Context: an optimization exercise on an open-source flow, tuned for small area, a short achievable clock period and few clock cycles per item. The choices shown serve that exercise and are no tape-out recipe. No functional check of the RTL was part of any run shown here. Power and IR drop assume default switching activity.

[design/flow/flow/run.sh]
#!/bin/bash
# The standard layout (standard.sh: the ORFS flow, standard synthesis included), with two
# changes: the input and output port buffers are the smallest plain buffer, buf_1, instead of the
# cell buffer_ports picks by itself (a 10 um2 delay buffer); and timing repair aims at a setup
# slack of 12.8 ns (on the worst fifth of the endpoints) on the design's clock, so that it speeds up the critical paths.
set -euo pipefail
export BUFFER_PORTS_ARGS="-buffer_cell sky130_fd_sc_hd__buf_1"
export SETUP_SLACK_MARGIN=12.8
export TNS_END_PERCENT=20
bash standard.sh > standard_make.log 2>&1
[design/flow/constraint.sdc]
create_clock -name core_clock -period 22.0 [get_ports {clk_i}]
set_input_delay 4.4000 -clock core_clock [delete_from_list [all_inputs] [get_ports {clk_i}]]
set_output_delay 4.4000 -clock core_clock [all_outputs]
set_load 0.01 [all_outputs]
[design/flow/config.mk]
export PLATFORM = sky130hd
export DESIGN_NAME = expu_accumulator
export DESIGN_NICKNAME = expu_accumulator
export VERILOG_FILES = /design/flow/design.v
export SDC_FILE = /design/flow/constraint.sdc
export NUM_CORES = 4
export LEC_CHECK = 0
export CAP_MARGIN = 20
export CORE_MARGIN = 2
export CORE_UTILIZATION = 40
export SLEW_MARGIN = 20
export SYNTH_HIERARCHICAL = 1
[design/flow/standard.sh]
#!/bin/bash
# synth_recipe.tcl (not shown) runs the flow's synth.tcl, then flattens the netlist and writes it again
# the make line also repeats each setting of config.mk as NAME=value (left out here)
make -C /OpenROAD-flow-scripts/flow DESIGN_CONFIG=/design/flow/config.mk WORK_HOME=/design/flow/orfs CLKGATE_MAP_FILE= SYNTH_SCRIPT=/design/flow/synth_recipe.tcl "${@:-finish}"
[design/flow/design.v]
module expu_fa (
    input  logic a,
    input  logic b,
    input  logic c,
    output logic s,
    output logic co
);
    assign s  = a ^ b ^ c;
    assign co = (a & b) | (a & c) | (b & c);
endmodule
module expu_ha (
    input  logic a,
    input  logic b,
    output logic s,
    output logic co
);
    assign s  = a ^ b;
    assign co = a & b;
endmodule
module expu_ready (
    input  logic enable,
    input  logic clear,
    input  logic busy,
    input  logic ready_in,
    output logic ready
);
    assign ready = enable & ~clear & (~busy | ready_in);
endmodule
module expu_or8 (
    input  logic [7:0] a,
    input  logic       e,
    output logic       y
);
    assign y = (|a) | e;
endmodule
module expu_add4 (
    input  logic [3:0] a,
    input  logic [3:0] b,
    input  logic       ci,
    input  logic       xi,
    output logic [3:0] s,
    output logic       co
);
    logic [3:0] p, g, c;
    logic       g32, p32, g10, p10;
    for (genvar i = 0; i < 4; i++) begin : g_pg
        expu_ha u_pg (.a(a[i]), .b(b[i]), .s(p[i]), .co(g[i]));
    end
    assign g10  = g[1] | (p[1] & g[0]);
    assign p10  = p[1] & p[0];
    assign g32  = g[3] | (p[3] & g[2]);
    assign p32  = p[3] & p[2];
    assign c[0] = g[0] | (p[0] & ci);
    assign c[1] = g10 | (p10 & ci);
    assign c[2] = g[2] | (p[2] & c[1]);
    assign c[3] = g32 | (p32 & c[1]);
    assign s    = p ^ {c[2:0], ci};
    assign co   = c[3] | xi;
endmodule
module expu_accumulator #(
    parameter int EXP_BITS  = 8,
    parameter int MANT_BITS = 7,
    parameter int N_ROWS    = 8,
    parameter int ACC_WIDTH = 32,
    parameter int ACC_FRAC  = 16,
    localparam int WIDTH    = EXP_BITS + MANT_BITS + 1
) (
    input  logic                      clk_i,
    input  logic                      rst_ni,
    input  logic                      clear_i,
    input  logic                      enable_i,
    input  logic                      valid_i,
    output logic                      ready_o,
    input  logic [N_ROWS-1:0]         strb_i,
    input  logic [N_ROWS*WIDTH-1:0]   op_i,
    input  logic                      last_i,
    output logic [ACC_WIDTH-1:0]      sum_o,
    output logic                      overflow_o,
    output logic                      valid_o,
    input  logic                      ready_i
);
    localparam int BLK   = 4;                   
    localparam int N_BLK = ACC_WIDTH / BLK;
    logic                 valid_q, part_q, ovf_q;
    logic [ACC_WIDTH-1:0] acc_q;                
    logic [N_BLK-1:1]     cy_q;                 
    logic                 handover, accept, keep;
    logic [N_ROWS-1:0]    lane_sat;
    logic [ACC_WIDTH-1:0] lane_val [N_ROWS];
    logic [ACC_WIDTH-1:0] acc_base, row_a, row_b, total;
    logic [N_BLK-1:1]     cy_base, cy_d;
    logic                 tree_high, ovf_early, ovf_d;
    logic [ACC_WIDTH-1:0] res;
    logic                 res_carry, res_ovf;
    assign handover = valid_q & ready_i & enable_i & ~clear_i;
    expu_ready u_ready (
        .enable   (enable_i),
        .clear    (clear_i),
        .busy     (valid_q),
        .ready_in (ready_i),
        .ready    (ready_o)
    );
    assign accept   = valid_i & enable_i & ~clear_i & (~valid_q | ready_i);
    assign keep     = part_q | (valid_q & ~handover);
    assign acc_base = acc_q & {ACC_WIDTH{keep}};
    assign cy_base  = cy_q & {(N_BLK-1){keep}};
    for (genvar i = 0; i < N_ROWS; i++) begin : g_lane
        logic [15:0] x;
        logic [7:0]  e;
        logic        on;
        logic [8:0]  g;
        logic [10:0] h;
        logic [14:0] f;
        logic [4:0]  oh;
        assign x  = op_i[i*WIDTH +: WIDTH];
        assign e  = x[14:7];
        assign on = accept & strb_i[i] & ~x[15];
        assign lane_sat[i] = on & (e >= 8'd143);
        assign g[0] = x[0] & ~e[0];
        for (genvar k = 1; k < 7; k++) begin : g_g
            assign g[k] = e[0] ? x[k-1] : x[k];
        end
        assign g[7] = e[0] ? x[6] : 1'b1;
        assign g[8] = e[0];
        for (genvar k = 0; k < 11; k++) begin : g_h
            if (k < 2)      assign h[k] = g[k] & ~e[1];
            else if (k < 9) assign h[k] = e[1] ? g[k-2] : g[k];
            else            assign h[k] = g[k-2] & e[1];
        end
        for (genvar k = 0; k < 15; k++) begin : g_f
            if (k < 4)       assign f[k] = h[k] & ~e[2];
            else if (k < 11) assign f[k] = e[2] ? h[k-4] : h[k];
            else             assign f[k] = h[k-4] & e[2];
        end
        assign oh[0] = on & (e == 8'd111);
        assign oh[1] = on & (e[7:3] == 5'd14);
        assign oh[2] = on & (e[7:3] == 5'd15);
        assign oh[3] = on & (e[7:3] == 5'd16);
        assign oh[4] = on & (e[7:3] == 5'd17) & (e[2:0] != 3'd7);
        for (genvar j = 0; j < ACC_WIDTH; j++) begin : g_val
            logic t;
            always_comb begin
                t = 1'b0;
                for (int k = 0; k < 5; k++)
                    if (j + 14 - 8*k >= 0 && j + 14 - 8*k <= 14) t = t | (oh[k] & f[j + 14 - 8*k]);
            end
            assign lane_val[i][j] = t;
        end
    end
    logic ts0, tc0, ts1, tc1, ts2, tc2, ts3, tc3, ts4, tc4, ts5, tc5;
    logic ts6, tc6, ts7, tc7, ts8, tc8, ts9, tc9, ts10, tc10, ts11, tc11;
    logic ts12, tc12, ts13, tc13, ts14, tc14, ts15, tc15, ts16, tc16, ts17, tc17;
    logic ts18, tc18, ts19, tc19, ts20, tc20, ts21, tc21, ts22, tc22, ts23, tc23;
    logic ts24, tc24, ts25, tc25, ts26, tc26, ts27, tc27, ts28, tc28, ts29, tc29;
    logic ts30, tc30, ts31, tc31, ts32, tc32, ts33, tc33, ts34, tc34, ts35, tc35;
    logic ts36, tc36, ts37, tc37, ts38, tc38, ts39, tc39, ts40, tc40, ts41, tc41;
    logic ts42, tc42, ts43, tc43, ts44, tc44, ts45, tc45, ts46, tc46, ts47, tc47;
    logic ts48, tc48, ts49, tc49, ts50, tc50, ts51, tc51, ts52, tc52, ts53, tc53;
    logic ts54, tc54, ts55, tc55, ts56, tc56, ts57, tc57, ts58, tc58, ts59, tc59;
    logic ts60, tc60, ts61, tc61, ts62, tc62, ts63, tc63, ts64, tc64, ts65, tc65;
    logic ts66, tc66, ts67, tc67, ts68, tc68, ts69, tc69, ts70, tc70, ts71, tc71;
    logic ts72, tc72, ts73, tc73, ts74, tc74, ts75, tc75, ts76, tc76, ts77, tc77;
    logic ts78, tc78, ts79, tc79, ts80, tc80, ts81, tc81, ts82, tc82, ts83, tc83;
    logic ts84, tc84, ts85, tc85, ts86, tc86, ts87, tc87, ts88, tc88, ts89, tc89;
    logic ts90, tc90, ts91, tc91, ts92, tc92, ts93, tc93, ts94, tc94, ts95, tc95;
    logic ts96, tc96, ts97, tc97, ts98, tc98, ts99, tc99, ts100, tc100, ts101, tc101;
    logic ts102, tc102, ts103, tc103, ts104, tc104, ts105, tc105, ts106, tc106, ts107, tc107;
    logic ts108, tc108, ts109, tc109, ts110, tc110, ts111, tc111, ts112, tc112, ts113, tc113;
    logic ts114, tc114, ts115, tc115, ts116, tc116, ts117, tc117, ts118, tc118, ts119, tc119;
    logic ts120, tc120, ts121, tc121, ts122, tc122, ts123, tc123, ts124, tc124, ts125, tc125;
    logic ts126, tc126, ts127, tc127, ts128, tc128, ts129, tc129, ts130, tc130, ts131, tc131;
    logic ts132, tc132, ts133, tc133, ts134, tc134, ts135, tc135, ts136, tc136, ts137, tc137;
    logic ts138, tc138, ts139, tc139, ts140, tc140, ts141, tc141, ts142, tc142, ts143, tc143;
    logic ts144, tc144, ts145, tc145, ts146, tc146, ts147, tc147, ts148, tc148, ts149, tc149;
    logic ts150, tc150, ts151, tc151, ts152, tc152, ts153, tc153, ts154, tc154, ts155, tc155;
    logic ts156, tc156, ts157, tc157, ts158, tc158, ts159, tc159, ts160, tc160, ts161, tc161;
    logic ts162, tc162, ts163, tc163, ts164, tc164, ts165, tc165, ts166, tc166, ts167, tc167;
    logic ts168, tc168, ts169, tc169, ts170, tc170, ts171, tc171, ts172, tc172, ts173, tc173;
    logic ts174, tc174, ts175, tc175, ts176, tc176, ts177, tc177, ts178, tc178, ts179, tc179;
    logic ts180, tc180, ts181, tc181, ts182, tc182, ts183, tc183, ts184, tc184, ts185, tc185;
    logic ts186, tc186, ts187, tc187, ts188, tc188, ts189, tc189, ts190, tc190, ts191, tc191;
    logic ts192, tc192, ts193, tc193, ts194, tc194, ts195, tc195, ts196, tc196, ts197, tc197;
    logic ts198, tc198, ts199, tc199, ts200, tc200, ts201, tc201, ts202, tc202, ts203, tc203;
    logic ts204, tc204, ts205, tc205, ts206, tc206, ts207, tc207, ts208, tc208, ts209, tc209;
    logic ts210, tc210, ts211, tc211, ts212, tc212, ts213, tc213, ts214, tc214, ts215, tc215;
    logic ts216, tc216, ts217, tc217, ts218, tc218, ts219, tc219, ts220, tc220, ts221, tc221;
    expu_fa u_fa0 (.a(lane_val[0][0]), .b(lane_val[1][0]), .c(lane_val[2][0]), .s(ts0), .co(tc0));
    expu_ha u_ha1 (.a(lane_val[3][0]), .b(lane_val[4][0]), .s(ts1), .co(tc1));
    expu_fa u_fa2 (.a(lane_val[0][1]), .b(lane_val[1][1]), .c(lane_val[2][1]), .s(ts2), .co(tc2));
    expu_fa u_fa3 (.a(lane_val[3][1]), .b(lane_val[4][1]), .c(lane_val[5][1]), .s(ts3), .co(tc3));
    expu_ha u_ha4 (.a(lane_val[6][1]), .b(lane_val[7][1]), .s(ts4), .co(tc4));
    expu_fa u_fa5 (.a(lane_val[0][2]), .b(lane_val[1][2]), .c(lane_val[2][2]), .s(ts5), .co(tc5));
    expu_fa u_fa6 (.a(lane_val[3][2]), .b(lane_val[4][2]), .c(lane_val[5][2]), .s(ts6), .co(tc6));
    expu_fa u_fa7 (.a(lane_val[6][2]), .b(lane_val[7][2]), .c(acc_base[2]), .s(ts7), .co(tc7));
    expu_fa u_fa8 (.a(lane_val[0][3]), .b(lane_val[1][3]), .c(lane_val[2][3]), .s(ts8), .co(tc8));
    expu_fa u_fa9 (.a(lane_val[3][3]), .b(lane_val[4][3]), .c(lane_val[5][3]), .s(ts9), .co(tc9));
    expu_fa u_fa10 (.a(lane_val[6][3]), .b(lane_val[7][3]), .c(acc_base[3]), .s(ts10), .co(tc10));
    expu_fa u_fa11 (.a(lane_val[0][4]), .b(lane_val[1][4]), .c(lane_val[2][4]), .s(ts11), .co(tc11));
    expu_fa u_fa12 (.a(lane_val[3][4]), .b(lane_val[4][4]), .c(lane_val[5][4]), .s(ts12), .co(tc12));
    expu_fa u_fa13 (.a(lane_val[6][4]), .b(lane_val[7][4]), .c(acc_base[4]), .s(ts13), .co(tc13));
    expu_fa u_fa14 (.a(lane_val[0][5]), .b(lane_val[1][5]), .c(lane_val[2][5]), .s(ts14), .co(tc14));
    expu_fa u_fa15 (.a(lane_val[3][5]), .b(lane_val[4][5]), .c(lane_val[5][5]), .s(ts15), .co(tc15));
    expu_fa u_fa16 (.a(lane_val[6][5]), .b(lane_val[7][5]), .c(acc_base[5]), .s(ts16), .co(tc16));
    expu_fa u_fa17 (.a(lane_val[0][6]), .b(lane_val[1][6]), .c(lane_val[2][6]), .s(ts17), .co(tc17));
    expu_fa u_fa18 (.a(lane_val[3][6]), .b(lane_val[4][6]), .c(lane_val[5][6]), .s(ts18), .co(tc18));
    expu_fa u_fa19 (.a(lane_val[6][6]), .b(lane_val[7][6]), .c(acc_base[6]), .s(ts19), .co(tc19));
    expu_fa u_fa20 (.a(lane_val[0][7]), .b(lane_val[1][7]), .c(lane_val[2][7]), .s(ts20), .co(tc20));
    expu_fa u_fa21 (.a(lane_val[3][7]), .b(lane_val[4][7]), .c(lane_val[5][7]), .s(ts21), .co(tc21));
    expu_fa u_fa22 (.a(lane_val[6][7]), .b(lane_val[7][7]), .c(acc_base[7]), .s(ts22), .co(tc22));
    expu_fa u_fa23 (.a(lane_val[0][8]), .b(lane_val[1][8]), .c(lane_val[2][8]), .s(ts23), .co(tc23));
    expu_fa u_fa24 (.a(lane_val[3][8]), .b(lane_val[4][8]), .c(lane_val[5][8]), .s(ts24), .co(tc24));
    expu_fa u_fa25 (.a(lane_val[6][8]), .b(lane_val[7][8]), .c(acc_base[8]), .s(ts25), .co(tc25));
    expu_fa u_fa26 (.a(lane_val[0][9]), .b(lane_val[1][9]), .c(lane_val[2][9]), .s(ts26), .co(tc26));
    expu_fa u_fa27 (.a(lane_val[3][9]), .b(lane_val[4][9]), .c(lane_val[5][9]), .s(ts27), .co(tc27));
    expu_fa u_fa28 (.a(lane_val[6][9]), .b(lane_val[7][9]), .c(acc_base[9]), .s(ts28), .co(tc28));
    expu_fa u_fa29 (.a(lane_val[0][10]), .b(lane_val[1][10]), .c(lane_val[2][10]), .s(ts29), .co(tc29));
    expu_fa u_fa30 (.a(lane_val[3][10]), .b(lane_val[4][10]), .c(lane_val[5][10]), .s(ts30), .co(tc30));
    expu_fa u_fa31 (.a(lane_val[6][10]), .b(lane_val[7][10]), .c(acc_base[10]), .s(ts31), .co(tc31));
    expu_fa u_fa32 (.a(lane_val[0][11]), .b(lane_val[1][11]), .c(lane_val[2][11]), .s(ts32), .co(tc32));
    expu_fa u_fa33 (.a(lane_val[3][11]), .b(lane_val[4][11]), .c(lane_val[5][11]), .s(ts33), .co(tc33));
    expu_fa u_fa34 (.a(lane_val[6][11]), .b(lane_val[7][11]), .c(acc_base[11]), .s(ts34), .co(tc34));
    expu_fa u_fa35 (.a(lane_val[0][12]), .b(lane_val[1][12]), .c(lane_val[2][12]), .s(ts35), .co(tc35));
    expu_fa u_fa36 (.a(lane_val[3][12]), .b(lane_val[4][12]), .c(lane_val[5][12]), .s(ts36), .co(tc36));
    expu_fa u_fa37 (.a(lane_val[6][12]), .b(lane_val[7][12]), .c(acc_base[12]), .s(ts37), .co(tc37));
    expu_fa u_fa38 (.a(lane_val[0][13]), .b(lane_val[1][13]), .c(lane_val[2][13]), .s(ts38), .co(tc38));
    expu_fa u_fa39 (.a(lane_val[3][13]), .b(lane_val[4][13]), .c(lane_val[5][13]), .s(ts39), .co(tc39));
    expu_fa u_fa40 (.a(lane_val[6][13]), .b(lane_val[7][13]), .c(acc_base[13]), .s(ts40), .co(tc40));
    expu_fa u_fa41 (.a(lane_val[0][14]), .b(lane_val[1][14]), .c(lane_val[2][14]), .s(ts41), .co(tc41));
    expu_fa u_fa42 (.a(lane_val[3][14]), .b(lane_val[4][14]), .c(lane_val[5][14]), .s(ts42), .co(tc42));
    expu_fa u_fa43 (.a(lane_val[6][14]), .b(lane_val[7][14]), .c(acc_base[14]), .s(ts43), .co(tc43));
    expu_fa u_fa44 (.a(lane_val[0][15]), .b(lane_val[1][15]), .c(lane_val[2][15]), .s(ts44), .co(tc44));
    expu_fa u_fa45 (.a(lane_val[3][15]), .b(lane_val[4][15]), .c(lane_val[5][15]), .s(ts45), .co(tc45));
    expu_fa u_fa46 (.a(lane_val[6][15]), .b(lane_val[7][15]), .c(acc_base[15]), .s(ts46), .co(tc46));
    expu_fa u_fa47 (.a(lane_val[0][16]), .b(lane_val[1][16]), .c(lane_val[2][16]), .s(ts47), .co(tc47));
    expu_fa u_fa48 (.a(lane_val[3][16]), .b(lane_val[4][16]), .c(lane_val[5][16]), .s(ts48), .co(tc48));
    expu_fa u_fa49 (.a(lane_val[6][16]), .b(lane_val[7][16]), .c(acc_base[16]), .s(ts49), .co(tc49));
    expu_fa u_fa50 (.a(lane_val[0][17]), .b(lane_val[1][17]), .c(lane_val[2][17]), .s(ts50), .co(tc50));
    expu_fa u_fa51 (.a(lane_val[3][17]), .b(lane_val[4][17]), .c(lane_val[5][17]), .s(ts51), .co(tc51));
    expu_fa u_fa52 (.a(lane_val[6][17]), .b(lane_val[7][17]), .c(acc_base[17]), .s(ts52), .co(tc52));
    expu_fa u_fa53 (.a(lane_val[0][18]), .b(lane_val[1][18]), .c(lane_val[2][18]), .s(ts53), .co(tc53));
    expu_fa u_fa54 (.a(lane_val[3][18]), .b(lane_val[4][18]), .c(lane_val[5][18]), .s(ts54), .co(tc54));
    expu_fa u_fa55 (.a(lane_val[6][18]), .b(lane_val[7][18]), .c(acc_base[18]), .s(ts55), .co(tc55));
    expu_fa u_fa56 (.a(lane_val[0][19]), .b(lane_val[1][19]), .c(lane_val[2][19]), .s(ts56), .co(tc56));
    expu_fa u_fa57 (.a(lane_val[3][19]), .b(lane_val[4][19]), .c(lane_val[5][19]), .s(ts57), .co(tc57));
    expu_fa u_fa58 (.a(lane_val[6][19]), .b(lane_val[7][19]), .c(acc_base[19]), .s(ts58), .co(tc58));
    expu_fa u_fa59 (.a(lane_val[0][20]), .b(lane_val[1][20]), .c(lane_val[2][20]), .s(ts59), .co(tc59));
    expu_fa u_fa60 (.a(lane_val[3][20]), .b(lane_val[4][20]), .c(lane_val[5][20]), .s(ts60), .co(tc60));
    expu_fa u_fa61 (.a(lane_val[6][20]), .b(lane_val[7][20]), .c(acc_base[20]), .s(ts61), .co(tc61));
    expu_fa u_fa62 (.a(lane_val[0][21]), .b(lane_val[1][21]), .c(lane_val[2][21]), .s(ts62), .co(tc62));
    expu_fa u_fa63 (.a(lane_val[3][21]), .b(lane_val[4][21]), .c(lane_val[5][21]), .s(ts63), .co(tc63));
    expu_fa u_fa64 (.a(lane_val[6][21]), .b(lane_val[7][21]), .c(acc_base[21]), .s(ts64), .co(tc64));
    expu_fa u_fa65 (.a(lane_val[0][22]), .b(lane_val[1][22]), .c(lane_val[2][22]), .s(ts65), .co(tc65));
    expu_fa u_fa66 (.a(lane_val[3][22]), .b(lane_val[4][22]), .c(lane_val[5][22]), .s(ts66), .co(tc66));
    expu_fa u_fa67 (.a(lane_val[6][22]), .b(lane_val[7][22]), .c(acc_base[22]), .s(ts67), .co(tc67));
    expu_fa u_fa68 (.a(lane_val[0][23]), .b(lane_val[1][23]), .c(lane_val[2][23]), .s(ts68), .co(tc68));
    expu_fa u_fa69 (.a(lane_val[3][23]), .b(lane_val[4][23]), .c(lane_val[5][23]), .s(ts69), .co(tc69));
    expu_fa u_fa70 (.a(lane_val[6][23]), .b(lane_val[7][23]), .c(acc_base[23]), .s(ts70), .co(tc70));
    expu_fa u_fa71 (.a(lane_val[0][24]), .b(lane_val[1][24]), .c(lane_val[2][24]), .s(ts71), .co(tc71));
    expu_fa u_fa72 (.a(lane_val[3][24]), .b(lane_val[4][24]), .c(lane_val[5][24]), .s(ts72), .co(tc72));
    expu_fa u_fa73 (.a(lane_val[6][24]), .b(lane_val[7][24]), .c(acc_base[24]), .s(ts73), .co(tc73));
    expu_fa u_fa74 (.a(lane_val[0][25]), .b(lane_val[1][25]), .c(lane_val[2][25]), .s(ts74), .co(tc74));
    expu_fa u_fa75 (.a(lane_val[3][25]), .b(lane_val[4][25]), .c(lane_val[5][25]), .s(ts75), .co(tc75));
    expu_fa u_fa76 (.a(lane_val[6][25]), .b(lane_val[7][25]), .c(acc_base[25]), .s(ts76), .co(tc76));
    expu_fa u_fa77 (.a(lane_val[0][26]), .b(lane_val[1][26]), .c(lane_val[2][26]), .s(ts77), .co(tc77));
    expu_fa u_fa78 (.a(lane_val[3][26]), .b(lane_val[4][26]), .c(lane_val[5][26]), .s(ts78), .co(tc78));
    expu_fa u_fa79 (.a(lane_val[6][26]), .b(lane_val[7][26]), .c(acc_base[26]), .s(ts79), .co(tc79));
    expu_fa u_fa80 (.a(lane_val[0][27]), .b(lane_val[1][27]), .c(lane_val[2][27]), .s(ts80), .co(tc80));
    expu_fa u_fa81 (.a(lane_val[3][27]), .b(lane_val[4][27]), .c(lane_val[5][27]), .s(ts81), .co(tc81));
    expu_fa u_fa82 (.a(lane_val[6][27]), .b(lane_val[7][27]), .c(acc_base[27]), .s(ts82), .co(tc82));
    expu_fa u_fa83 (.a(lane_val[0][28]), .b(lane_val[1][28]), .c(lane_val[2][28]), .s(ts83), .co(tc83));
    expu_fa u_fa84 (.a(lane_val[3][28]), .b(lane_val[4][28]), .c(lane_val[5][28]), .s(ts84), .co(tc84));
    expu_fa u_fa85 (.a(lane_val[6][28]), .b(lane_val[7][28]), .c(acc_base[28]), .s(ts85), .co(tc85));
    expu_fa u_fa86 (.a(lane_val[0][29]), .b(lane_val[1][29]), .c(lane_val[2][29]), .s(ts86), .co(tc86));
    expu_fa u_fa87 (.a(lane_val[3][29]), .b(lane_val[4][29]), .c(lane_val[5][29]), .s(ts87), .co(tc87));
    expu_fa u_fa88 (.a(lane_val[6][29]), .b(lane_val[7][29]), .c(acc_base[29]), .s(ts88), .co(tc88));
    expu_fa u_fa89 (.a(lane_val[0][30]), .b(lane_val[1][30]), .c(lane_val[2][30]), .s(ts89), .co(tc89));
    expu_fa u_fa90 (.a(lane_val[3][30]), .b(lane_val[4][30]), .c(lane_val[5][30]), .s(ts90), .co(tc90));
    expu_fa u_fa91 (.a(lane_val[6][30]), .b(lane_val[7][30]), .c(acc_base[30]), .s(ts91), .co(tc91));
    expu_fa u_fa92 (.a(lane_val[0][31]), .b(lane_val[1][31]), .c(lane_val[2][31]), .s(ts92), .co(tc92));
    expu_fa u_fa93 (.a(lane_val[3][31]), .b(lane_val[4][31]), .c(lane_val[5][31]), .s(ts93), .co(tc93));
    expu_fa u_fa94 (.a(lane_val[6][31]), .b(lane_val[7][31]), .c(acc_base[31]), .s(ts94), .co(tc94));
    expu_fa u_fa95 (.a(ts0), .b(ts1), .c(lane_val[5][0]), .s(ts95), .co(tc95));
    expu_fa u_fa96 (.a(tc0), .b(tc1), .c(ts2), .s(ts96), .co(tc96));
    expu_ha u_ha97 (.a(ts3), .b(ts4), .s(ts97), .co(tc97));
    expu_fa u_fa98 (.a(tc2), .b(tc3), .c(tc4), .s(ts98), .co(tc98));
    expu_fa u_fa99 (.a(ts5), .b(ts6), .c(ts7), .s(ts99), .co(tc99));
    expu_fa u_fa100 (.a(tc5), .b(tc6), .c(tc7), .s(ts100), .co(tc100));
    expu_fa u_fa101 (.a(ts8), .b(ts9), .c(ts10), .s(ts101), .co(tc101));
    expu_fa u_fa102 (.a(tc8), .b(tc9), .c(tc10), .s(ts102), .co(tc102));
    expu_fa u_fa103 (.a(ts11), .b(ts12), .c(ts13), .s(ts103), .co(tc103));
    expu_fa u_fa104 (.a(tc11), .b(tc12), .c(tc13), .s(ts104), .co(tc104));
    expu_fa u_fa105 (.a(ts14), .b(ts15), .c(ts16), .s(ts105), .co(tc105));
    expu_fa u_fa106 (.a(tc14), .b(tc15), .c(tc16), .s(ts106), .co(tc106));
    expu_fa u_fa107 (.a(ts17), .b(ts18), .c(ts19), .s(ts107), .co(tc107));
    expu_fa u_fa108 (.a(tc17), .b(tc18), .c(tc19), .s(ts108), .co(tc108));
    expu_fa u_fa109 (.a(ts20), .b(ts21), .c(ts22), .s(ts109), .co(tc109));
    expu_fa u_fa110 (.a(tc20), .b(tc21), .c(tc22), .s(ts110), .co(tc110));
    expu_fa u_fa111 (.a(ts23), .b(ts24), .c(ts25), .s(ts111), .co(tc111));
    expu_fa u_fa112 (.a(tc23), .b(tc24), .c(tc25), .s(ts112), .co(tc112));
    expu_fa u_fa113 (.a(ts26), .b(ts27), .c(ts28), .s(ts113), .co(tc113));
    expu_fa u_fa114 (.a(tc26), .b(tc27), .c(tc28), .s(ts114), .co(tc114));
    expu_fa u_fa115 (.a(ts29), .b(ts30), .c(ts31), .s(ts115), .co(tc115));
    expu_fa u_fa116 (.a(tc29), .b(tc30), .c(tc31), .s(ts116), .co(tc116));
    expu_fa u_fa117 (.a(ts32), .b(ts33), .c(ts34), .s(ts117), .co(tc117));
    expu_fa u_fa118 (.a(tc32), .b(tc33), .c(tc34), .s(ts118), .co(tc118));
    expu_fa u_fa119 (.a(ts35), .b(ts36), .c(ts37), .s(ts119), .co(tc119));
    expu_fa u_fa120 (.a(tc35), .b(tc36), .c(tc37), .s(ts120), .co(tc120));
    expu_fa u_fa121 (.a(ts38), .b(ts39), .c(ts40), .s(ts121), .co(tc121));
    expu_fa u_fa122 (.a(tc38), .b(tc39), .c(tc40), .s(ts122), .co(tc122));
    expu_fa u_fa123 (.a(ts41), .b(ts42), .c(ts43), .s(ts123), .co(tc123));
    expu_fa u_fa124 (.a(tc41), .b(tc42), .c(tc43), .s(ts124), .co(tc124));
    expu_fa u_fa125 (.a(ts44), .b(ts45), .c(ts46), .s(ts125), .co(tc125));
    expu_fa u_fa126 (.a(tc44), .b(tc45), .c(tc46), .s(ts126), .co(tc126));
    expu_fa u_fa127 (.a(ts47), .b(ts48), .c(ts49), .s(ts127), .co(tc127));
    expu_fa u_fa128 (.a(tc47), .b(tc48), .c(tc49), .s(ts128), .co(tc128));
    expu_fa u_fa129 (.a(ts50), .b(ts51), .c(ts52), .s(ts129), .co(tc129));
    expu_fa u_fa130 (.a(tc50), .b(tc51), .c(tc52), .s(ts130), .co(tc130));
    expu_fa u_fa131 (.a(ts53), .b(ts54), .c(ts55), .s(ts131), .co(tc131));
    expu_fa u_fa132 (.a(tc53), .b(tc54), .c(tc55), .s(ts132), .co(tc132));
    expu_fa u_fa133 (.a(ts56), .b(ts57), .c(ts58), .s(ts133), .co(tc133));
    expu_fa u_fa134 (.a(tc56), .b(tc57), .c(tc58), .s(ts134), .co(tc134));
    expu_fa u_fa135 (.a(ts59), .b(ts60), .c(ts61), .s(ts135), .co(tc135));
    expu_fa u_fa136 (.a(tc59), .b(tc60), .c(tc61), .s(ts136), .co(tc136));
    expu_fa u_fa137 (.a(ts62), .b(ts63), .c(ts64), .s(ts137), .co(tc137));
    expu_fa u_fa138 (.a(tc62), .b(tc63), .c(tc64), .s(ts138), .co(tc138));
    expu_fa u_fa139 (.a(ts65), .b(ts66), .c(ts67), .s(ts139), .co(tc139));
    expu_fa u_fa140 (.a(tc65), .b(tc66), .c(tc67), .s(ts140), .co(tc140));
    expu_fa u_fa141 (.a(ts68), .b(ts69), .c(ts70), .s(ts141), .co(tc141));
    expu_fa u_fa142 (.a(tc68), .b(tc69), .c(tc70), .s(ts142), .co(tc142));
    expu_fa u_fa143 (.a(ts71), .b(ts72), .c(ts73), .s(ts143), .co(tc143));
    expu_fa u_fa144 (.a(tc71), .b(tc72), .c(tc73), .s(ts144), .co(tc144));
    expu_fa u_fa145 (.a(ts74), .b(ts75), .c(ts76), .s(ts145), .co(tc145));
    expu_fa u_fa146 (.a(tc74), .b(tc75), .c(tc76), .s(ts146), .co(tc146));
    expu_fa u_fa147 (.a(ts77), .b(ts78), .c(ts79), .s(ts147), .co(tc147));
    expu_fa u_fa148 (.a(tc77), .b(tc78), .c(tc79), .s(ts148), .co(tc148));
    expu_fa u_fa149 (.a(ts80), .b(ts81), .c(ts82), .s(ts149), .co(tc149));
    expu_fa u_fa150 (.a(tc80), .b(tc81), .c(tc82), .s(ts150), .co(tc150));
    expu_fa u_fa151 (.a(ts83), .b(ts84), .c(ts85), .s(ts151), .co(tc151));
    expu_fa u_fa152 (.a(tc83), .b(tc84), .c(tc85), .s(ts152), .co(tc152));
    expu_fa u_fa153 (.a(ts86), .b(ts87), .c(ts88), .s(ts153), .co(tc153));
    expu_fa u_fa154 (.a(tc86), .b(tc87), .c(tc88), .s(ts154), .co(tc154));
    expu_fa u_fa155 (.a(ts89), .b(ts90), .c(ts91), .s(ts155), .co(tc155));
    expu_fa u_fa156 (.a(tc89), .b(tc90), .c(tc91), .s(ts156), .co(tc156));
    expu_fa u_fa157 (.a(ts92), .b(ts93), .c(ts94), .s(ts157), .co(tc157));
    expu_ha u_ha158 (.a(ts95), .b(lane_val[6][0]), .s(ts158), .co(tc158));
    expu_fa u_fa159 (.a(tc95), .b(ts96), .c(ts97), .s(ts159), .co(tc159));
    expu_fa u_fa160 (.a(tc96), .b(tc97), .c(ts98), .s(ts160), .co(tc160));
    expu_fa u_fa161 (.a(tc98), .b(tc99), .c(ts100), .s(ts161), .co(tc161));
    expu_fa u_fa162 (.a(tc100), .b(tc101), .c(ts102), .s(ts162), .co(tc162));
    expu_fa u_fa163 (.a(tc102), .b(tc103), .c(ts104), .s(ts163), .co(tc163));
    expu_fa u_fa164 (.a(tc104), .b(tc105), .c(ts106), .s(ts164), .co(tc164));
    expu_fa u_fa165 (.a(tc106), .b(tc107), .c(ts108), .s(ts165), .co(tc165));
    expu_fa u_fa166 (.a(tc108), .b(tc109), .c(ts110), .s(ts166), .co(tc166));
    expu_fa u_fa167 (.a(tc110), .b(tc111), .c(ts112), .s(ts167), .co(tc167));
    expu_fa u_fa168 (.a(tc112), .b(tc113), .c(ts114), .s(ts168), .co(tc168));
    expu_fa u_fa169 (.a(tc114), .b(tc115), .c(ts116), .s(ts169), .co(tc169));
    expu_fa u_fa170 (.a(tc116), .b(tc117), .c(ts118), .s(ts170), .co(tc170));
    expu_fa u_fa171 (.a(tc118), .b(tc119), .c(ts120), .s(ts171), .co(tc171));
    expu_fa u_fa172 (.a(tc120), .b(tc121), .c(ts122), .s(ts172), .co(tc172));
    expu_fa u_fa173 (.a(tc122), .b(tc123), .c(ts124), .s(ts173), .co(tc173));
    expu_fa u_fa174 (.a(tc124), .b(tc125), .c(ts126), .s(ts174), .co(tc174));
    expu_fa u_fa175 (.a(tc126), .b(tc127), .c(ts128), .s(ts175), .co(tc175));
    expu_fa u_fa176 (.a(tc128), .b(tc129), .c(ts130), .s(ts176), .co(tc176));
    expu_fa u_fa177 (.a(tc130), .b(tc131), .c(ts132), .s(ts177), .co(tc177));
    expu_fa u_fa178 (.a(tc132), .b(tc133), .c(ts134), .s(ts178), .co(tc178));
    expu_fa u_fa179 (.a(tc134), .b(tc135), .c(ts136), .s(ts179), .co(tc179));
    expu_fa u_fa180 (.a(tc136), .b(tc137), .c(ts138), .s(ts180), .co(tc180));
    expu_fa u_fa181 (.a(tc138), .b(tc139), .c(ts140), .s(ts181), .co(tc181));
    expu_fa u_fa182 (.a(tc140), .b(tc141), .c(ts142), .s(ts182), .co(tc182));
    expu_fa u_fa183 (.a(tc142), .b(tc143), .c(ts144), .s(ts183), .co(tc183));
    expu_fa u_fa184 (.a(tc144), .b(tc145), .c(ts146), .s(ts184), .co(tc184));
    expu_fa u_fa185 (.a(tc146), .b(tc147), .c(ts148), .s(ts185), .co(tc185));
    expu_fa u_fa186 (.a(tc148), .b(tc149), .c(ts150), .s(ts186), .co(tc186));
    expu_fa u_fa187 (.a(tc150), .b(tc151), .c(ts152), .s(ts187), .co(tc187));
    expu_fa u_fa188 (.a(tc152), .b(tc153), .c(ts154), .s(ts188), .co(tc188));
    expu_fa u_fa189 (.a(tc154), .b(tc155), .c(ts156), .s(ts189), .co(tc189));
    expu_ha u_ha190 (.a(ts158), .b(lane_val[7][0]), .s(ts190), .co(tc190));
    expu_fa u_fa191 (.a(tc158), .b(ts159), .c(acc_base[1]), .s(ts191), .co(tc191));
    expu_fa u_fa192 (.a(tc159), .b(ts160), .c(ts99), .s(ts192), .co(tc192));
    expu_fa u_fa193 (.a(tc160), .b(ts161), .c(ts101), .s(ts193), .co(tc193));
    expu_fa u_fa194 (.a(tc161), .b(ts162), .c(ts103), .s(ts194), .co(tc194));
    expu_fa u_fa195 (.a(tc162), .b(ts163), .c(ts105), .s(ts195), .co(tc195));
    expu_fa u_fa196 (.a(tc163), .b(ts164), .c(ts107), .s(ts196), .co(tc196));
    expu_fa u_fa197 (.a(tc164), .b(ts165), .c(ts109), .s(ts197), .co(tc197));
    expu_fa u_fa198 (.a(tc165), .b(ts166), .c(ts111), .s(ts198), .co(tc198));
    expu_fa u_fa199 (.a(tc166), .b(ts167), .c(ts113), .s(ts199), .co(tc199));
    expu_fa u_fa200 (.a(tc167), .b(ts168), .c(ts115), .s(ts200), .co(tc200));
    expu_fa u_fa201 (.a(tc168), .b(ts169), .c(ts117), .s(ts201), .co(tc201));
    expu_fa u_fa202 (.a(tc169), .b(ts170), .c(ts119), .s(ts202), .co(tc202));
    expu_fa u_fa203 (.a(tc170), .b(ts171), .c(ts121), .s(ts203), .co(tc203));
    expu_fa u_fa204 (.a(tc171), .b(ts172), .c(ts123), .s(ts204), .co(tc204));
    expu_fa u_fa205 (.a(tc172), .b(ts173), .c(ts125), .s(ts205), .co(tc205));
    expu_fa u_fa206 (.a(tc173), .b(ts174), .c(ts127), .s(ts206), .co(tc206));
    expu_fa u_fa207 (.a(tc174), .b(ts175), .c(ts129), .s(ts207), .co(tc207));
    expu_fa u_fa208 (.a(tc175), .b(ts176), .c(ts131), .s(ts208), .co(tc208));
    expu_fa u_fa209 (.a(tc176), .b(ts177), .c(ts133), .s(ts209), .co(tc209));
    expu_fa u_fa210 (.a(tc177), .b(ts178), .c(ts135), .s(ts210), .co(tc210));
    expu_fa u_fa211 (.a(tc178), .b(ts179), .c(ts137), .s(ts211), .co(tc211));
    expu_fa u_fa212 (.a(tc179), .b(ts180), .c(ts139), .s(ts212), .co(tc212));
    expu_fa u_fa213 (.a(tc180), .b(ts181), .c(ts141), .s(ts213), .co(tc213));
    expu_fa u_fa214 (.a(tc181), .b(ts182), .c(ts143), .s(ts214), .co(tc214));
    expu_fa u_fa215 (.a(tc182), .b(ts183), .c(ts145), .s(ts215), .co(tc215));
    expu_fa u_fa216 (.a(tc183), .b(ts184), .c(ts147), .s(ts216), .co(tc216));
    expu_fa u_fa217 (.a(tc184), .b(ts185), .c(ts149), .s(ts217), .co(tc217));
    expu_fa u_fa218 (.a(tc185), .b(ts186), .c(ts151), .s(ts218), .co(tc218));
    expu_fa u_fa219 (.a(tc186), .b(ts187), .c(ts153), .s(ts219), .co(tc219));
    expu_fa u_fa220 (.a(tc187), .b(ts188), .c(ts155), .s(ts220), .co(tc220));
    expu_fa u_fa221 (.a(tc188), .b(ts189), .c(ts157), .s(ts221), .co(tc221));
    assign row_a = {tc220, tc219, tc218, tc217, tc216, tc215, tc214, tc213, tc212, tc211, tc210, tc209, tc208, tc207, tc206, tc205, tc204, tc203, tc202, tc201, tc200, tc199, tc198, tc197, tc196, tc195, tc194, tc193, tc192, tc191, tc190, ts190};
    assign row_b = {ts221, ts220, ts219, ts218, ts217, ts216, ts215, ts214, ts213, ts212, ts211, ts210, ts209, ts208, ts207, ts206, ts205, ts204, ts203, ts202, ts201, ts200, ts199, ts198, ts197, ts196, ts195, ts194, ts193, ts192, ts191, acc_base[0]};
    expu_or8 u_high (.a({1'b0, tc221, tc189, tc157, tc156, tc94, tc93, tc92}), .e(ovf_early), .y(tree_high));
    assign ovf_early = (keep & ovf_q) | (|lane_sat);
    for (genvar k = 0; k < N_BLK; k++) begin : g_blk
        logic ci, xi, co;
        if (k == 0) begin : g_c0
            assign ci = 1'b0;
        end else begin : g_ck
            assign ci = cy_base[k];
        end
        if (k == N_BLK - 1) begin : g_top
            assign xi    = tree_high;
            assign ovf_d = co;
        end else begin : g_mid
            assign xi        = 1'b0;
            assign cy_d[k+1] = co;
        end
        expu_add4 u_add (
            .a  (row_a[BLK*k +: BLK]),
            .b  (row_b[BLK*k +: BLK]),
            .ci (ci),
            .xi (xi),
            .s  (total[BLK*k +: BLK]),
            .co (co)
        );
    end
    always_ff @(posedge clk_i or negedge rst_ni) begin
        if (!rst_ni) begin
            valid_q <= 1'b0;
            part_q  <= 1'b0;
            ovf_q   <= 1'b0;
        end else if (clear_i) begin
            valid_q <= 1'b0;
            part_q  <= 1'b0;
            ovf_q   <= ovf_d;
        end else begin
            if (accept) begin
                valid_q <= last_i;
                part_q  <= ~last_i;
            end else if (handover) begin
                valid_q <= 1'b0;
            end
            ovf_q <= ovf_d;
        end
    end
    always_ff @(posedge clk_i) begin
        acc_q <= total;
        cy_q  <= cy_d;
    end
    always_comb begin
        logic [ACC_WIDTH-1:0] cy_vec;
        cy_vec = '0;
        for (int k = 1; k < N_BLK; k++) cy_vec[BLK*k] = cy_q[k];
        {res_carry, res} = {1'b0, acc_q} + {1'b0, cy_vec};
    end
    assign res_ovf = ovf_q | res_carry;
    assign sum_o      = res | {ACC_WIDTH{res_ovf}};
    assign overflow_o = res_ovf;
    assign valid_o    = valid_q;
endmodule
==> results of run 1 <==
==> layout make-up <==
| type | instances | area share |
|---|---|---|
| multi-input combinational | 1272 | 0.827 |
| sequential | 42 | 0.0618 |
| timing repair buffer | 192 | 0.0589 |
| tap | 396 | 0.0358 |
| clock buffer | 6 | 0.0100 |
| inverter | 19 | 0.00515 |
| clock inverter | 2 | 0.000904 |
==> report_power, final <==
group	total (mW)	internal [mW]	leakage [nW]	switching, mW
combinational	0.134	0.0448	5.89	0.0889
sequential	0.0812	0.0789	0.357	0.00229
clock	0.0781	0.0450	0.0729	0.0331
==> state kept, by name (all words and copies together) (netlist names) <==
signal,flops
acc_q,32
cy_q,7
ovf_q,1
part_q,1
valid_q,1
==> modules after synthesis, one instance, submodules excluded <==
module / times used / area (µm²) / flip-flops and latches
expu_accumulator: 1 / 6800 / 42
expu_add4: 8 / 81.3 / 0
expu_ready: 1 / 26.3 / 0
expu_fa: 217 / 20.0 / 0
expu_or8: 1 / 20.0 / 0
expu_ha: 37 / 12.5 / 0
==> metrics by stage <==
step                      cell area, µm²  utilization  worst slack, ps  hold WS, ps
final                              13800        0.455            12800          602
after global routing               13800        0.455            12740          653
after CTS                          13400        0.441            12740          581
after detailed placement           13200        0.433            11720          573
after global placement             13200        0.433            11720          557
after floorplan                    12300            -            12960          478
==> worst register-to-register path, stage by stage, from the launching register on <==
cell      delay [ps]
dfrtp_1          460
nor2b_4          170
nor3_4           140
buf_12           170
nand3b_1          90
nor3_1           400
nand3b_1         360
o22ai_1          490
fa_1             540
fa_1             410
fa_1             440
fa_1             490
ha_1             340
a21oi_1          150
nand2_1           90
ha_1             190
nor2_1           120
xnor2_1          140
==> cell usage after synthesis, drive strengths merged (8+ instances only) <==
cell type | count | area [µm²]
and2 | 10 | 62.6
fa | 217 | 4340
nor4 | 10 | 113
mux2 | 16 | 180
o21a | 9 | 67.6
ha | 61 | 763
clkbuf | 35 | 131
a21oi | 57 | 285
nor3 | 14 | 91.3
a31o | 10 | 87.6
nand4b | 8 | 70.1
nor2b | 48 | 315
xor2 | 11 | 96.3
inv | 19 | 71.3
xnor2 | 23 | 201
mux2i | 72 | 721
dfxtp | 39 | 781
a211o | 8 | 70.1
nand2 | 109 | 409
a31oi | 10 | 62.6
o22ai | 163 | 1020
buf | 37 | 209
nor3b | 18 | 140
nand2b | 46 | 288
nand3b | 17 | 128
o21ai | 34 | 170
nor2 | 202 | 758
nand3 | 48 | 250
==> how the worst min path moves through the flow <==
stage / start / end / slack [ps] / cells past startpoint
after CTS: part_q / part_q / 580 / 2
after global placement: part_q / part_q / 560 / 2
after floorplan: part_q / part_q / 480 / 2
after detailed placement: part_q / part_q / 570 / 2
after global routing: part_q / part_q / 650 / 2
final: part_q / part_q / 600 / 2
==> per-layer routing <==
layer	global-route usage	vias to the layer above	part of all wire
met3	0.0283	57	0.064
met1	0.418	5529	0.47
met2	0.419	473	0.42
li1	-	5240	-
met5	0	-	0
met4	0.115	0	0.045
==> kinds of logic after synthesis <==
logic type                 Yosys count  share of synthesized area
muxes                               88                     0.0732
buffers and inverters               91                     0.0335
DFF                                 42                     0.0696
adders and majority gates          278                      0.415
AOI/OAI and AO/OA                  313                      0.159
and+or+nand+nor                    549                      0.225
other                                1                   0.000305
xor gates and xnor gates            34                     0.0242
==> cell usage in the layout (no fill, tap or decap), drive strengths merged, types with 11 or more instances in the layout <==
| master | synthesis | routed |
|---|---|---|
| nor3b | 18 | 18 |
| xor2 | 11 | 11 |
| nor2 | 202 | 202 |
| nor2b | 48 | 48 |
| a21oi | 57 | 57 |
| o21ai | 34 | 34 |
| xnor2 | 23 | 23 |
| nand2b | 46 | 46 |
| buf | 37 | 188 |
| nand3 | 48 | 48 |
| ha | 61 | 61 |
| nand3b | 17 | 17 |
| dfxtp | 39 | 39 |
| fa | 217 | 217 |
| mux2 | 16 | 16 |
| mux2i | 72 | 72 |
| o22ai | 163 | 163 |
| nand2 | 109 | 109 |
| inv | 19 | 19 |
| nor3 | 14 | 14 |
==> timing repair <==
| action | 4_1_cts | 5_1_grt |
|---|---|---|
| cloned | 0 | 0 |
| gates resized for setup | 16 | 64 |
| setup endpoints to repair | 39 | 34 |
| pin swaps | 1 | 12 |
| hold buffers | 0 | 0 |
| setup buffers | 3 | 11 |
==> results.cfg, run 1 <==
[synth]
synth_ff_type = dfxtp_1
synth_edf_count = 0
ys_seq_elements = 42
synth_cells = 1396
syn_area_mm2 = 0.0123
synth_sequential_area_ratio = 0.0696
yosysWarningCount = 9
async_reset_ff_frac = 0.0714
avgSynthCellArea_um2 = 8.81
synth.distinct_cells = 60

[setup_path]
slowest_stage = nor3b_2
critical-path-top-delay-family = buffers and inverters
setup.worst_path.start = ready_i
worst_r2r_path_depth = 17
crit_arrival_ps = 4800
crit_chain = buf_8, nor2b_4, nor3b_2, buf_2
rr_endpoint = acc_q[11]
cp-start-kind = input pin
critical_path_class = input pin to primary output
r2r_start = valid_q
cp-end-kind = primary output
slowest_delay_ps = 150
path_depth = 4
reg2reg_setup_slack_ps = 16750
worst-path-max-fanout = 2
endpoint = ready_o
cp.buffers_inverters = 2
required_ps = 17600

[clock_tree]
numCtsBuffers = 5
clkSinkCount = 42
clock_path_buffers = 2
cts_max_level = 2
tritoncts = done
path_clk_slew_ps = 70
clkLatencyLatePin_ps = 290
root_buffer = clkbuf_16

[layout]
drive_gt1_frac = 0.0763
num_antenna_cells = 0
stdcell_count = 1929
seq_area_um2 = 856
multi_input_area_mm2 = 0.0115
nets = 1953
fillers = 3114
area_growth_pct = 12.6

[timing]
rsz0062_at_grt = yes
finalHoldViolations = 0
worst_pin_slew_ps = 1030
clock_skew_ps = 4.84
post-route-period-util = 0.418
fmax_mhz = 109
slew_headroom = 0.314
finalCriticalPeriod_ps = 9200
slew_viol_final = 0
finalSetupTns_ps = 0
finalSetupViolations = 0

[drt]
vias = 11300
ant_nets = 0
viasPerCell = 5.86
first_pass_iters = 5
drt_iter0_drc = 1058
finalWirelength_mm = 45.1
wl_per_cell_um = 23.4
remaining_drc_errors = 0

[placement]
io_buffers = 177
dpl.hpwl_mm = 39.1
gp_congestion = 1.04
dp_cells = 1907

[die]
die_h_um = 179
coreArea_mm2 = 0.0304
io_pins = 178
initial_core_util = 0.404
die_x_um = 179
rows = 64
dieArea_mm2 = 0.0322

[pwr]
leakage_nw = 6.31
p_total_mw = 0.293
p_per_area_mw_per_mm2 = 21.2
ir_drop_uv = 28.0

[outcome]
status = no timing/DRC/antenna violations

[job]
maxCapViolations = 0

[global_routing]
grt.overflow.total = 0
antenna_found_initial = 0
grt_max_degree = 41
grt_pass1_vias = 10600
track_usage = 0.281
grt_pass1_wl_mm = 66.1

[hold_path]
hold_class = register to register
==> run 2: changes to the inputs <==
==> design/flow/flow/run.sh (replaced) <==
#!/bin/bash
# The standard layout (standard.sh: the ORFS flow, standard synthesis included), with two
# changes: the input and output port buffers are the smallest plain buffer, buf_1, instead of the
# cell buffer_ports picks by itself (a 10 um2 delay buffer); and timing repair aims at a setup
# slack of 12.7 ns on the design's clock, so that it speeds up the critical paths.
set -euo pipefail
export BUFFER_PORTS_ARGS="-buffer_cell sky130_fd_sc_hd__buf_1"
export SETUP_SLACK_MARGIN=12.7
bash standard.sh > standard_make.log 2>&1
==> run 2 against run 1 <==
Against the previous run:
- power decreased by 0.36%
- sequential share of layout area is essentially flat
- design area is 0.51% lower
- sequential cell count unchanged
- largest cell class unchanged
- global-route usage about the same
- fmax down 0.98%
- still clean on timing, DRC and antenna
- critical path depth down 1
- area after synthesis is the same
- cell count is 0.10% lower
- die area unchanged
==> results.cfg, run 2 <==
[synth]
yosysTopAreaCell = fa_1
yosys-top-cells-area = fa_1, o22ai_1, dfxtp_1
synth_top_area_share = 0.353
yosysWarningCount = 9
synth_cells = 1396
syn_area_mm2 = 0.0123
synth.distinct_cells = 60
synth_ff_type = dfxtp_1
synth_edf_count = 0
yosys.cell_count.top_type = fa_1
synth_sequential_area_ratio = 0.0696
avgSynthCellArea_um2 = 8.81
async_reset_ff_frac = 0.0714
ys_seq_elements = 42
synthTopCellsByCount = fa_1, nor2_1, o22ai_1

[layout]
drive_gt1_frac = 0.0699
area_growth_pct = 12.0
largest_reg_flops = 32
fillers = 3108
seq_area_um2 = 856
fin_util = 0.453
reg_top3 = acc_q x32, cy_q x7
design_area_mm2 = 0.0138
nets = 1951
regMostFlops = acc_q
layout_commonest_cell = fa_1
num_antenna_cells = 0
multi_input_area_mm2 = 0.0114
mostFrequentLayoutCells = fa_1, nor2_1, buf_1

[clock_tree]
cts_max_level = 2
numCtsBuffers = 5
path_clk_slew_ps = 70
root_buffer = clkbuf_16
clkLatencyLatePin_ps = 290
clock_path_buffers = 2
clkSinkCount = 42
ctsHoldBuffers = 0
tritoncts = done

[timing]
clock_skew_ps = 4.63
finalSetupViolations = 0
worst_pin_slew_ps = 1080
slew_headroom = 0.279
fmax_mhz = 108
finalHoldViolations = 0
fin_hold_ws_ps = 586
finalCriticalPeriod_ps = 9290
rsz0062_at_grt = no
post-route-period-util = 0.422
finalSetupTns_ps = 0
slew_viol_final = 0

[drt]
wl_per_cell_um = 23.3
ant_nets = 0
first_pass_iters = 5
drt_iter0_drc = 930
viasPerCell = 5.84
finalWirelength_mm = 44.9
vias = 11300
remaining_drc_errors = 0

[global_routing]
track_usage = 0.282
antenna_found_initial = 0
grt.overflow.total = 0
grt_pass1_vias = 10600
grt_max_degree = 41
grt_pass1_wl_mm = 66.0

[die]
dieArea_mm2 = 0.0322
initial_core_util = 0.404
die_x_um = 179
die_h_um = 179
coreArea_mm2 = 0.0304
rows = 64
io_pins = 178

[pwr]
ir_drop_uv = 28.0
p_per_area_mw_per_mm2 = 21.2
leakage_nw = 6.29
p_total_mw = 0.292

[setup_path]
slowest_delay_ps = 190
slowest_stage = nor3b_2
required_ps = 17600
cp-end-kind = primary output
cp-start-kind = input pin
crit_arrival_ps = 4890
crit_chain = buf_4, nor3b_2, buf_2
worst-path-max-fanout = 6
critical_path_class = input pin to primary output

[job]
maxCapViolations = 0

[placement]
dpl.hpwl_mm = 39.1
io_buffers = 177
gp_congestion = 1.04
dpl_cell_area_mm2 = 0.0132

[outcome]
status = no timing/DRC/antenna violations

[hold_path]
hold_class = register to register
-- run 2: per-layer routing --
layer	global-route usage	part of all wire
met3	0.0262	0.076
met2	0.421	0.42
met1	0.420	0.45
met5	0	0
met4	0.112	0.046
-- run 2: cell type report --
cell class	instances	area share
multi-input combinational	1272	0.828
clock buffer	6	0.0101
sequential	42	0.0621
tap	396	0.0360
clock inverter	2	0.000908
inverter	19	0.00518
timing repair buffer	190	0.0576
-- run 2: cells by family (layout without fill, tap and decap cells) --
| group | after synthesis | after routing | synth area share |
|---|---|---|---|
| DFF | 42 | 42 | 0.0696 |
| muxes | 88 | 88 | 0.0732 |
| and+or+nand+nor | 549 | 549 | 0.225 |
| xor gates and xnor gates | 34 | 34 | 0.0242 |
| adders and majority gates | 278 | 278 | 0.415 |
| other | 1 | 10 | 0.000305 |
| buffers and inverters | 91 | 217 | 0.0335 |
| AOI/OAI and AO/OA | 313 | 313 | 0.159 |
-- run 2: metrics by stage --
stage | std cells | setup slack (ps)
final | 1927 | 12710
after global routing | 1927 | 12710
after CTS | 1918 | 12700
after detailed placement | 1907 | 11720
after global placement | 1907 | 11720
after floorplan | 1405 | 12960
-- run 2: modules after synthesis, one instance, submodules excluded --
module            flops+latches  times used  cells
expu_ha                       0          37      1
expu_or8                      0           1      4
expu_add4                     0           8     11
expu_fa                       0         217      1
expu_ready                    0           1      2
expu_accumulator             42           1   1048
-- run 2: report_power, final --
| part | total, mW | switching (mW) | internal [mW] | leakage [nW] |
|---|---|---|---|---|
| combinational | 0.133 | 0.0883 | 0.0444 | 5.86 |
| clock | 0.0781 | 0.0331 | 0.0450 | 0.0729 |
| sequential | 0.0812 | 0.00230 | 0.0789 | 0.357 |
| total | 0.292 | 0.124 | 0.168 | 6.29 |
-- run 2: worst max-delay path: cells and delay by family --
| family | cells | cell delay, ps |
|---|---|---|
| buffers and inverters | 2 | 300 |
| and+or+nand+nor | 1 | 190 |
-- run 2: final timing paths --
check | startpoint | end | slack, ps | cells after the start
setup / recovery | clear_i | ready_o | 12710 | 3
hold / removal | part_q | part_q | 590 | 2
setup reg to reg | valid_q | acc_q[27] | 16760 | 18
hold reg to reg | part_q | part_q | 590 | 2
max in group asynchronous | rst_ni | ovf_q | 17870 | 1
min in group asynchronous | rst_ni | valid_q | 3940 | 1
-- run 2: repair_timing --
item | 4_1_cts | 5_1_grt
buffers inserted | 3 | 9
pin swaps | 1 | 11
gates resized for setup | 6 | 63
endpoints found under the setup margin | 39 | 32
==> run 3: changes to the inputs <==
--- a/design/flow/design.v
+++ b/design/flow/design.v
@@ -29,8 +29,28 @@
 module expu_or8 (
     input  logic [7:0] a,
-    input  logic       e,
     output logic       y
 );
-    assign y = (|a) | e;
+    assign y = |a;
+endmodule
+module expu_add4_lo (
+    input  logic [3:0] a,
+    input  logic [3:0] b,
+    output logic [3:0] s,
+    output logic       co
+);
+    logic [3:0] p, g, c;
+    logic       g32, p32, g10;
+    for (genvar i = 0; i < 4; i++) begin : g_pg
+        expu_ha u_pg (.a(a[i]), .b(b[i]), .s(p[i]), .co(g[i]));
+    end
+    assign g10  = g[1] | (p[1] & g[0]);
+    assign g32  = g[3] | (p[3] & g[2]);
+    assign p32  = p[3] & p[2];
+    assign c[0] = g[0];
+    assign c[1] = g10;
+    assign c[2] = g[2] | (p[2] & c[1]);
+    assign c[3] = g32 | (p32 & c[1]);
+    assign s    = p ^ {c[2:0], 1'b0};
+    assign co   = c[3];
 endmodule
 module expu_add4 (
@@ -38,4 +58,27 @@
     input  logic [3:0] b,
     input  logic       ci,
+    output logic [3:0] s,
+    output logic       co
+);
+    logic [3:0] p, g, c;
+    logic       g32, p32, g10, p10;
+    for (genvar i = 0; i < 4; i++) begin : g_pg
+        expu_ha u_pg (.a(a[i]), .b(b[i]), .s(p[i]), .co(g[i]));
+    end
+    assign g10  = g[1] | (p[1] & g[0]);
+    assign p10  = p[1] & p[0];
+    assign g32  = g[3] | (p[3] & g[2]);
+    assign p32  = p[3] & p[2];
+    assign c[0] = g[0] | (p[0] & ci);
+    assign c[1] = g10 | (p10 & ci);
+    assign c[2] = g[2] | (p[2] & c[1]);
+    assign c[3] = g32 | (p32 & c[1]);
+    assign s    = p ^ {c[2:0], ci};
+    assign co   = c[3];
+endmodule
+module expu_add4_hi (
+    input  logic [3:0] a,
+    input  logic [3:0] b,
+    input  logic       ci,
     input  logic       xi,
     output logic [3:0] s,
@@ -409,28 +452,32 @@
     assign row_a = {tc220, tc219, tc218, tc217, tc216, tc215, tc214, tc213, tc212, tc211, tc210, tc209, tc208, tc207, tc206, tc205, tc204, tc203, tc202, tc201, tc200, tc199, tc198, tc197, tc196, tc195, tc194, tc193, tc192, tc191, tc190, ts190};
     assign row_b = {ts221, ts220, ts219, ts218, ts217, ts216, ts215, ts214, ts213, ts212, ts211, ts210, ts209, ts208, ts207, ts206, ts205, ts204, ts203, ts202, ts201, ts200, ts199, ts198, ts197, ts196, ts195, ts194, ts193, ts192, ts191, acc_base[0]};
-    expu_or8 u_high (.a({1'b0, tc221, tc189, tc157, tc156, tc94, tc93, tc92}), .e(ovf_early), .y(tree_high));
+    expu_or8 u_high (.a({tc221, tc189, tc157, tc156, tc94, tc93, tc92, ovf_early}), .y(tree_high));
     assign ovf_early = (keep & ovf_q) | (|lane_sat);
     for (genvar k = 0; k < N_BLK; k++) begin : g_blk
-        logic ci, xi, co;
-        if (k == 0) begin : g_c0
-            assign ci = 1'b0;
-        end else begin : g_ck
-            assign ci = cy_base[k];
-        end
-        if (k == N_BLK - 1) begin : g_top
-            assign xi    = tree_high;
-            assign ovf_d = co;
-        end else begin : g_mid
-            assign xi        = 1'b0;
-            assign cy_d[k+1] = co;
+        if (k == 0) begin : g_lo
+            expu_add4_lo u_add (
+                .a  (row_a[BLK*k +: BLK]),
+                .b  (row_b[BLK*k +: BLK]),
+                .s  (total[BLK*k +: BLK]),
+                .co (cy_d[k+1])
+            );
+        end else if (k < N_BLK - 1) begin : g_mid
+            expu_add4 u_add (
+                .a  (row_a[BLK*k +: BLK]),
+                .b  (row_b[BLK*k +: BLK]),
+                .ci (cy_base[k]),
+                .s  (total[BLK*k +: BLK]),
+                .co (cy_d[k+1])
+            );
+        end else begin : g_hi
+            expu_add4_hi u_add (
+                .a  (row_a[BLK*k +: BLK]),
+                .b  (row_b[BLK*k +: BLK]),
+                .ci (cy_base[k]),
+                .xi (tree_high),
+                .s  (total[BLK*k +: BLK]),
+                .co (ovf_d)
+            );
         end
-        expu_add4 u_add (
-            .a  (row_a[BLK*k +: BLK]),
-            .b  (row_b[BLK*k +: BLK]),
-            .ci (ci),
-            .xi (xi),
-            .s  (total[BLK*k +: BLK]),
-            .co (co)
-        );
     end
     always_ff @(posedge clk_i or negedge rst_ni) begin
--- a/design/flow/config.mk
+++ b/design/flow/config.mk
@@ -9,4 +9,5 @@
 export CORE_MARGIN = 2
 export CORE_UTILIZATION = 40
+export CTS_BUF_LIST = sky130_fd_sc_hd__clkbuf_4 sky130_fd_sc_hd__clkbuf_8
 export SLEW_MARGIN = 20
 export SYNTH_HIERARCHICAL = 1
==> run 3 against run 2 <==
Against the previous run:
- design area is 2.0% lower
- first-iteration DRC count grew 2.9%
- highest routed layer unchanged
- clock skew is 6.1 ps higher
- critical endpoint unchanged
- setup slack gained 23 ps
- area after synthesis about the same
- clock power shrank 17%
- synthesized cell count fell by 0.29%
- largest cell class unchanged
- sequential share of layout area increased by 0.12 points
- non-clock buffer count down 7
- sequential cell count unchanged
- register-to-register slack worse by 130 ps
- still clean
==> results.cfg, run 3 <==
[outcome]
status = no timing/DRC/antenna violations

[timing]
clock_skew_ps = 10.8
finalHoldViolations = 0
fmax_mhz = 108
slew_viol_final = 0
finalSetupTns_ps = 0
slew_headroom = 0.336
rsz0062_at_grt = yes
postLayoutSetupSlackWorst_ps = 12730
finalSetupViolations = 0
post-route-period-util = 0.421
worst_pin_slew_ps = 995
finalCriticalPeriod_ps = 9270

[synth]
yosys.cell_count.top_type = fa_1
async_reset_ff_frac = 0.0714
syn_area_mm2 = 0.0123
yosysWarningCount = 9
synth.distinct_cells = 65
synth_fa_ha_area_frac = 0.415
synth_edf_count = 0
synth_top_area_share = 0.353
synth_simple_gate_area_share = 0.225
avgSynthCellArea_um2 = 8.84
synth_ff_type = dfxtp_1
synthXorXnorAreaFrac = 0.0235
ys_seq_elements = 42
synth_cells = 1392
yosysTopAreaCell = fa_1
synth_compound_area_frac = 0.160
yosys-top-cells-area = fa_1, o22ai_1, dfxtp_1
synth_top_family_by_area = adder cells
synth.area.mux_share = 0.0732
synthTopCellsByCount = fa_1, nor2_1, o22ai_1
synth_sequential_area_ratio = 0.0695

[layout]
layout_commonest_cell = fa_1
largest_reg_flops = 32
design_area_mm2 = 0.0135
regMostFlops = acc_q
area_growth_pct = 9.72
num_antenna_cells = 0
nets = 1930
fillers = 3123
drive_gt1_frac = 0.0603
reg_top3 = acc_q x32, cy_q x7
mostFrequentLayoutCells = fa_1, nor2_1, buf_1

[drt]
first_pass_iters = 6
ant_nets = 0
drt_iter0_drc = 957
wl_per_cell_um = 23.3
viasPerCell = 5.88
finalWirelength_mm = 44.4
vias = 11200
remaining_drc_errors = 0

[setup_path]
crit_arrival_ps = 4870
rr_endpoint = acc_q[11]
required_ps = 17600
slowest_delay_ps = 140
critPathMostFrequentCell = buf_2
r2r_start = valid_q
cp-end-kind = primary output
setup.worst_path.start = ready_i
slowest_stage = buf_2
crit_chain = buf_2, nor2b_4, nor3b_2, buf_2
reg2reg_setup_slack_ps = 16630
cp-start-kind = input pin
worst_r2r_path_depth = 17
worst-path-max-fanout = 3
critical_path_class = input pin to primary output

[clock_tree]
clkLatencyLatePin_ps = 320
clock_path_buffers = 2
root_buffer = clkbuf_8
tritoncts = done
cts_max_level = 2
path_clk_slew_ps = 80
clkSinkCount = 42
numCtsBuffers = 5
ctsHoldBuffers = 0

[die]
die_h_um = 179
coreArea_mm2 = 0.0304
dieArea_mm2 = 0.0322
die_x_um = 179
io_pins = 178
rows = 64
initial_core_util = 0.405

[placement]
io_buffers = 177
pre_cts_ws_ps = 11800
dpl_cell_area_mm2 = 0.0131
dpl.hpwl_mm = 38.9
gp_congestion = 1.00

[hold_path]
min_delay_worst_endpoint = part_q
hold_depth = 2
hold_class = register to register
min_from = part_q

[pwr]
ir_drop_uv = 16.7
leakage_nw = 6.31
p_per_area_mw_per_mm2 = 18.4

[global_routing]
grt.overflow.total = 0
track_usage = 0.271
grt_use_met2 = 0.408
use_met3 = 0.0377
grt_pass1_vias = 10800
grt_pass1_wl_mm = 66.1
antenna_found_initial = 0
busiest_layer = met2
use_met1 = 0.395
grt_max_degree = 41

[job]
maxCapViolations = 0
run 3: cell count changes after synthesis, moves of 2 or more:
cell,before,now
nor2_1,202,199
nand3_1,46,44
a21oi_1,57,51
a21o_1,3,9
a211o_1,8,1
nand2_1,109,104
nand2_2,0,6
a21oi_2,0,6
run 3: timing repair:
item,CTS,global route
cloned,0,0
setup buffers,3,2
gates resized for setup,2,30
pin swaps,1,2
endpoints found under the hold margin,0,0
endpoints found under the setup margin,39,23
run 3: critical path, delay by kind of cell:
kind                   cells  cell delay, ps
buffers and inverters      2             280
and+or+nand+nor            2             180
run 3: kinds of logic after synthesis:
| logic type | count (synthesis) |
|---|---|
| flip-flops | 42 |
| adder cells (fa/ha/maj) | 278 |
| XOR/XNOR | 33 |
| buffers and inverters | 92 |
| AO/OA/AOI/OAI | 312 |
| multiplexers | 88 |
| AND/OR/NAND/NOR | 547 |
run 3: how the worst max path moves through the flow:
stage	to	slack (ps)	depth (start not counted)
2_1_floorplan	ready_o	12960	2
3_3_place_gp	acc_q[23]	11910	17
3_5_place_dp	acc_q[23]	11800	17
4_1_cts	ready_o	12710	3
5_1_grt	acc_q[11]	12670	18
6_report	ready_o	12730	4
run 3: through the flow:
step / hold slack, ps / std cells / utilization / power, mW
after CTS: 598 / 1903 / 0.437 / 0.246
after global routing: 649 / 1906 / 0.444 / 0.263
after detailed placement: 571 / 1892 / 0.432 / 0.180
after global placement: 566 / 1892 / 0.432 / 0.179
after floorplan: 478 / 1392 / - / 0.144
final: 588 / 1906 / 0.444 / 0.249
run 3: final cells by class:
cell class	instances	area (µm²)	area share
flip-flops and latches	42	856	0.0634
clock inverters	2	37.5	0.00278
clock buffers	6	76.3	0.00565
multi-input cells	1258	11200	0.830
repair buffers	183	759	0.0562
well taps	396	495	0.0367
inverters	19	71.3	0.00528
run 3: layer usage:
layer / part of all wire / routed length (µm) / vias to the layer above
met5: 0 / 0 / -
met4: 0.042 / 1850 / 0
met3: 0.070 / 3090 / 65
met2: 0.42 / 18900 / 482
met1: 0.46 / 20600 / 5467
li1: - / - / 5199
run 3: modules after synthesis, one instance, submodules excluded:
module / times used / cell area, µm² / flops+latches
expu_accumulator: 1 / 6790 / 42
expu_add4: 6 / 86.3 / 0
expu_add4_hi: 1 / 81.3 / 0
expu_add4_lo: 1 / 70.1 / 0
expu_fa: 217 / 20.0 / 0
expu_ha: 37 / 12.5 / 0
expu_or8: 1 / 16.3 / 0
expu_ready: 1 / 26.3 / 0
run 3: power breakdown:
group,internal (mW),switching [mW],total (mW)
clock network,0.0351,0.0300,0.0651
registers,0.0768,0.00103,0.0778
logic,0.0344,0.0717,0.106

-- port drivers added, routing unchanged --
No port has a modelled driver above. Below, the same layouts with a new extraction and two added sets of constraints.
Step 1: set_driving_cell puts a clkbuf_16 on clk_i and a buf_2 on each other input, an assumption about the parent block.
Step 2 times the ports against the registers' clock, not the clock port: input delays grow and output delays shrink by t, the midpoint of the rising clock arrivals with the driver on.
Slacks: ideal ports / drivers / drivers and shift; pairs: ideal ports / drivers.
| run | shift t [ns] | setup WS [ns] | worst hold slack (ns) |
|---|---|---|---|
| run 1 | 0.332 | 12.800 / 12.734 / 12.678 | 0.602 / 0.602 / 0.602 |
| run 2 | 0.329 | 12.708 / 12.654 / 12.654 | 0.586 / 0.586 / 0.586 |
| run 3 | 0.353 | 12.731 / 12.708 / 12.494 | 0.588 / 0.588 / 0.588 |
After both steps every run listed still meets setup and hold. For run 3, which loses most, drivers alone change the setup slack by -0.023 ns; drivers and shift together by -0.237 ns.
